This is an optimization exercise on Yosys and OpenROAD, whose aim is small area, a short achievable clock period and few clock cycles per item, not a production implementation.
The RTL was checked by simulation tests, not by an equivalence proof against the original design.

== rev 12 ==
## epoch_seconds_to_calendar_unit
module epoch_seconds_to_calendar_unit (
  input  logic                            clk,
  input  logic                            rst_n,
  input  logic                            cfg_wr_en,
  input  logic signed [esc_pkg::TZ_W-1:0] cfg_wr_data,
  input  logic                            in_valid,
  output logic                            in_ready,
  input  logic [esc_pkg::EPOCH_W-1:0]     in_epoch_seconds,
  output logic                            out_valid,
  input  logic                            out_ready,
  output logic                            out_valid_res,
  output logic [5:0]                      out_second,
  output logic [5:0]                      out_minute,
  output logic [4:0]                      out_hour,
  output logic [4:0]                      out_day_of_month,
  output logic [3:0]                      out_month,
  output logic [11:0]                     out_year,
  output logic [2:0]                      out_weekday,
  output logic [8:0]                      out_day_of_year
);
Settings: LEC_CHECK=0, CAP_MARGIN=20, CORE_MARGIN=2, CORE_UTILIZATION=40, SLEW_MARGIN=20; clock period 10.0 ns.
run.sh (not shown) runs the stock make flow with config.mk's settings and CLKGATE_MAP_FILE= SYNTH_SCRIPT=/design/flow/synth_recipe.tcl, a recipe that flattens the netlist after the stock synthesis.
Testbench counts of rev 12, summed over its fixed seeds: cycles 2,632, items 2,560.
Changes in rev 13 relative to rev 12:
--- a/flow/design.v
+++ b/flow/design.v
@@ -206,13 +206,17 @@
   assign c20_w  = cell15(s2_r2, s2_q1);
   assign h0lo_w = {s2_q2, c20_w[3:0]};
   always_comb begin
     r3b[4] = s2_r3;
     for (int k = 3; k >= 0; k--) {r3b[k], q3lo_w[2*k +: 2]} = cell3(r3b[k+1], h0lo_w[2*k +: 2]);
   end
-  assign hod_w  = 5'(q3lo_w[2:0]) * 5'd3 + 5'(r3b[0]);
+  logic [3:0] lm3a_w, lm3b_w, k_w;
+  assign lm3a_w = cell3(2'd0, {1'b0, c20_w[2]});
+  assign lm3b_w = cell3(lm3a_w[3:2], c20_w[1:0]);              
+  assign k_w    = cell3({r3b[0][0], r3b[0][1]}, lm3b_w[3:2]);   
+  assign hod_w  = {k_w[3:2], c20_w[2:0]};
   assign h_w    = 7'(hod_w) + 7'(signed'(s2_tz));
   assign up_w   = (h_w >= 7'sd24);
   assign dn_w   = h_w[6];
   assign hour_w = up_w ? 5'(h_w - 7'sd24) : dn_w ? 5'(h_w + 7'sd24) : 5'(h_w);
   assign x_w   = {s2_r1, s2_lo[3:2]};
   assign mlo_w = 2'(x_w / 6'd15);
Findings:
Rev 13: done, clean on timing, DRC and antenna. [rev 13] total number of vias fell about 1% relative to rev 12. Number of combinational gates with multiple inputs in rev 13 vs rev 12: down about 0.7%. For the final area, rev 13 came in about 1% lower than rev 12 did. Rev 12 → rev 13: met3 demand-to-capacity share in global routing shows an increase of 0.15 points; vertical die dimension went down about 0.6%; post-cts hold buffer count ~0 delta. Compared to rev 12, rev 13 has depth of the critical timing path with buffers and inverters included 24 lower.
Testbench counts of rev 13, summed over its fixed seeds: cycles 2,632, items 2,560.


RTL: one of the versions met above, not the one the previous note started from.
Size in the first run: roughly 1600 cells after synthesis, roughly 250 flip-flops, ~19000 sq um of cells after synthesis.
==> flow/config.mk <==
export PLATFORM = sky130hd
export DESIGN_NAME = epoch_seconds_to_calendar_unit
export DESIGN_NICKNAME = epoch_seconds_to_calendar_unit
export VERILOG_FILES = /design/flow/design.v
export SDC_FILE = /design/flow/constraint.sdc
export NUM_CORES = 4
export LEC_CHECK = 0
export CAP_MARGIN = 20
export CORE_MARGIN = 2
export CORE_UTILIZATION = 40
export SETUP_SLACK_MARGIN = 4.5
export SLEW_MARGIN = 20
==> flow/constraint.sdc <==
create_clock -name core_clock -period 10.0 [get_ports {clk}]
set_input_delay 2.0000 -clock core_clock [delete_from_list [all_inputs] [get_ports {clk}]]
set_output_delay 2.0000 -clock core_clock [all_outputs]
set_load 0.01 [all_outputs]
Testbench counts at the start, summed over its fixed seeds: cycles 2,632, items 2,560.
==> next run, changes <==
--- a/flow/design.v
+++ b/flow/design.v
@@ -43,16 +43,13 @@
   output logic [3:0]                      out_month,
   output logic [11:0]                     out_year,
   output logic [2:0]                      out_weekday,
   output logic [8:0]                      out_day_of_year
 );
   localparam logic signed [esc_pkg::TZ_W-1:0] TZ_RESET = 5'sd3;
-  localparam logic [31:0] SEC_DAY1     = 32'd86400;         
-  localparam logic [31:0] SEC_2100_FEB = 32'd4107456000;    
-  localparam logic [31:0] SEC_2100_MAR = 32'd4107542400;    
-  localparam logic [31:0] SEC_2100_MR2 = 32'd4107628800;    
+  localparam logic [15:0] DAY_2100_MAR = 16'd47541;
   function automatic logic [7:0] cell15(input logic [3:0] r, input logic [3:0] e);
     logic [4:0] t;
     logic       w;
     t = {1'b0, r} + {1'b0, e};
     w = t[4] | (&t[3:0]);
     cell15 = {t[3:0] + {3'b000, w}, r + {3'b000, w}};
@@ -97,33 +94,25 @@
       tz_r <= TZ_RESET;
     end else if (cfg_wr_en) begin
       tz_r <= cfg_wr_data;
     end
   end
   logic [7:0] c0_w;
-  logic [1:0] cz_w;
   assign c0_w = cell15(4'd0, in_epoch_seconds[31:28]);
-  assign cz_w = (in_epoch_seconds >= SEC_2100_MR2) ? 2'd3 :
-                (in_epoch_seconds >= SEC_2100_MAR) ? 2'd2 :
-                (in_epoch_seconds >= SEC_2100_FEB) ? 2'd1 : 2'd0;
   logic [23:0] s0_a;      
   logic [3:0]  s0_r1;     
   logic        s0_r2;     
   logic [3:0]  s0_lo;
   logic [4:0]  s0_tz;
-  logic        s0_z;      
-  logic [1:0]  s0_cz;     
   always_ff @(posedge clk) begin
     if (adv) begin
       s0_a  <= in_epoch_seconds[27:4];
       s0_r1 <= c0_w[7:4];
       s0_r2 <= c0_w[0];
       s0_lo <= in_epoch_seconds[3:0];
       s0_tz <= tz_r;
-      s0_z  <= (in_epoch_seconds < SEC_DAY1);
-      s0_cz <= cz_w;
     end
   end
   logic [7:0] c15_w, c14_w, c13_w, c25_w, c24_w;
   assign c15_w = cell15(s0_r1, s0_a[23:20]);
   assign c14_w = cell15(c15_w[7:4], s0_a[19:16]);
   assign c13_w = cell15(c14_w[7:4], s0_a[15:12]);
@@ -133,25 +122,21 @@
   logic [3:0]  s1_r1;
   logic [3:0]  s1_q1;     
   logic [3:0]  s1_r2;
   logic [4:0]  s1_q2;     
   logic [3:0]  s1_lo;
   logic [4:0]  s1_tz;
-  logic        s1_z;
-  logic [1:0]  s1_cz;
   always_ff @(posedge clk) begin
     if (adv) begin
       s1_a  <= s0_a[11:0];
       s1_r1 <= c13_w[7:4];
       s1_q1 <= c13_w[3:0];
       s1_r2 <= c24_w[7:4];
       s1_q2 <= {c25_w[0], c24_w[3:0]};
       s1_lo <= s0_lo;
       s1_tz <= s0_tz;
-      s1_z  <= s0_z;
-      s1_cz <= s0_cz;
     end
   end
   logic [7:0]  c12_w, c11_w, c10_w, c23_w, c22_w, c21_w;
   logic [21:8] h0hi_w;
   logic [1:0]  r3a [4:11];
   logic [21:8] q3hi_w;
@@ -171,26 +156,22 @@
   logic [3:0]  s2_q2;     
   logic [1:0]  s2_r3;
   logic [10:0] s2_q3;     
   logic [3:0]  s2_r1;
   logic [3:0]  s2_lo;
   logic [4:0]  s2_tz;
-  logic        s2_z;
-  logic [1:0]  s2_cz;
   always_ff @(posedge clk) begin
     if (adv) begin
       s2_q1 <= c10_w[3:0];
       s2_r2 <= c21_w[7:4];
       s2_q2 <= c21_w[3:0];
       s2_r3 <= r3a[4];
       s2_q3 <= q3hi_w[18:8];
       s2_r1 <= c10_w[7:4];
       s2_lo <= s1_lo;
       s2_tz <= s1_tz;
-      s2_z  <= s1_z;
-      s2_cz <= s1_cz;
     end
   end
   logic [7:0]  c20_w;
   logic [7:0]  h0lo_w;
   logic [1:0]  r3b [0:4];
   logic [7:0]  q3lo_w;
@@ -218,29 +199,32 @@
   assign up_w   = (h_w >= 7'sd24);
   assign dn_w   = h_w[6];
   assign hour_w = up_w ? 5'(h_w - 7'sd24) : dn_w ? 5'(h_w + 7'sd24) : 5'(h_w);
   assign x_w   = {s2_r1, s2_lo[3:2]};
   assign mlo_w = 2'(x_w / 6'd15);
   assign xr_w  = 4'(x_w % 6'd15);
-  assign c_w = (s2_cz == 2'd3) || (s2_cz == 2'd2 && !dn_w) || (s2_cz == 2'd1 && up_w);
+  logic [15:0] d0_w;
+  assign d0_w = {s2_q3, q3lo_w[7:3]};
+  assign c_w  = (d0_w >= DAY_2100_MAR + 16'd1) || (d0_w == DAY_2100_MAR && !dn_w) ||
+                (d0_w == DAY_2100_MAR - 16'd1 && up_w);
   logic [15:0] s3_d0;
   logic        s3_up;
   logic        s3_dn;
   logic        s3_c;
   logic [4:0]  s3_hour;
   logic        s3_neg;
   logic [5:0]  s3_min;
   logic [5:0]  s3_sec;
   always_ff @(posedge clk) begin
     if (adv) begin
-      s3_d0   <= {s2_q3, q3lo_w[7:3]};
+      s3_d0   <= d0_w;
       s3_up   <= up_w;
       s3_dn   <= dn_w;
       s3_c    <= c_w;
       s3_hour <= hour_w;
-      s3_neg  <= dn_w && s2_z;
+      s3_neg  <= dn_w && (d0_w == 16'd0);
       s3_min  <= {c20_w[7:4], mlo_w};
       s3_sec  <= {xr_w, s2_lo[1:0]};
     end
   end
   logic [20:0] ybias_w;
   logic [20:0] p_w;
Die area went down by 3.7%. Count of clock-buffer cells in the layout went down by 3. Via count went down by 3.5%. Fmax went up by 2.4%. Setup slack is better by 130 ps. Routed wire length went down by 4.9%. Worst hold slack hardly moves.
Testbench counts after the change, summed over its fixed seeds: cycles 2,632, items 2,560.

==> static timing again, ports no longer ideal <==
No port has a modelled driver above. Below, the same layouts with a new extraction and two added sets of constraints. Step 1 assumes that a clkbuf_16 drives the clock port and a buf_2 every other input. Step 2 adds t to the input delays and takes it off the output delays; t is the mean of the earliest and latest rising clock arrival at the registers after step 1. Input paths then give back, and output paths get back, about the clock's delay inside the block. Three values: ideal ports, drivers, drivers and shift; two values: the first two.
| run | t, ns | setup WS [ns] | hold WS [ns] | latest minus earliest clock arrival (ns) | worst data-port slew with drivers (ns) |
|---|---|---|---|---|---|
| rev 12 | 0.610 | 3.146 / 3.146 / 3.146 | 0.415 / 0.415 / 0.415 | 0.013 / 0.014 | 0.05 |
| rev 13 | 0.619 | 3.734 / 3.713 / 3.713 | 0.411 / 0.411 / 0.411 | 0.015 / 0.015 | 0.05 |
| the first run of note 2 | 0.613 | 4.557 / 4.533 / 4.533 | 0.415 / 0.415 / 0.415 | 0.009 / 0.009 | 0.05 |
| the second run of note 2 | 0.601 | 4.684 / 4.632 / 4.732 | 0.414 / 0.414 / 0.414 | 0.017 / 0.017 | 0.03 |
After both steps setup and hold are still met in every run listed. The setup slack of the first run of note 2, which loses most, moves by -0.024 ns with the drivers and by -0.024 ns with both steps.
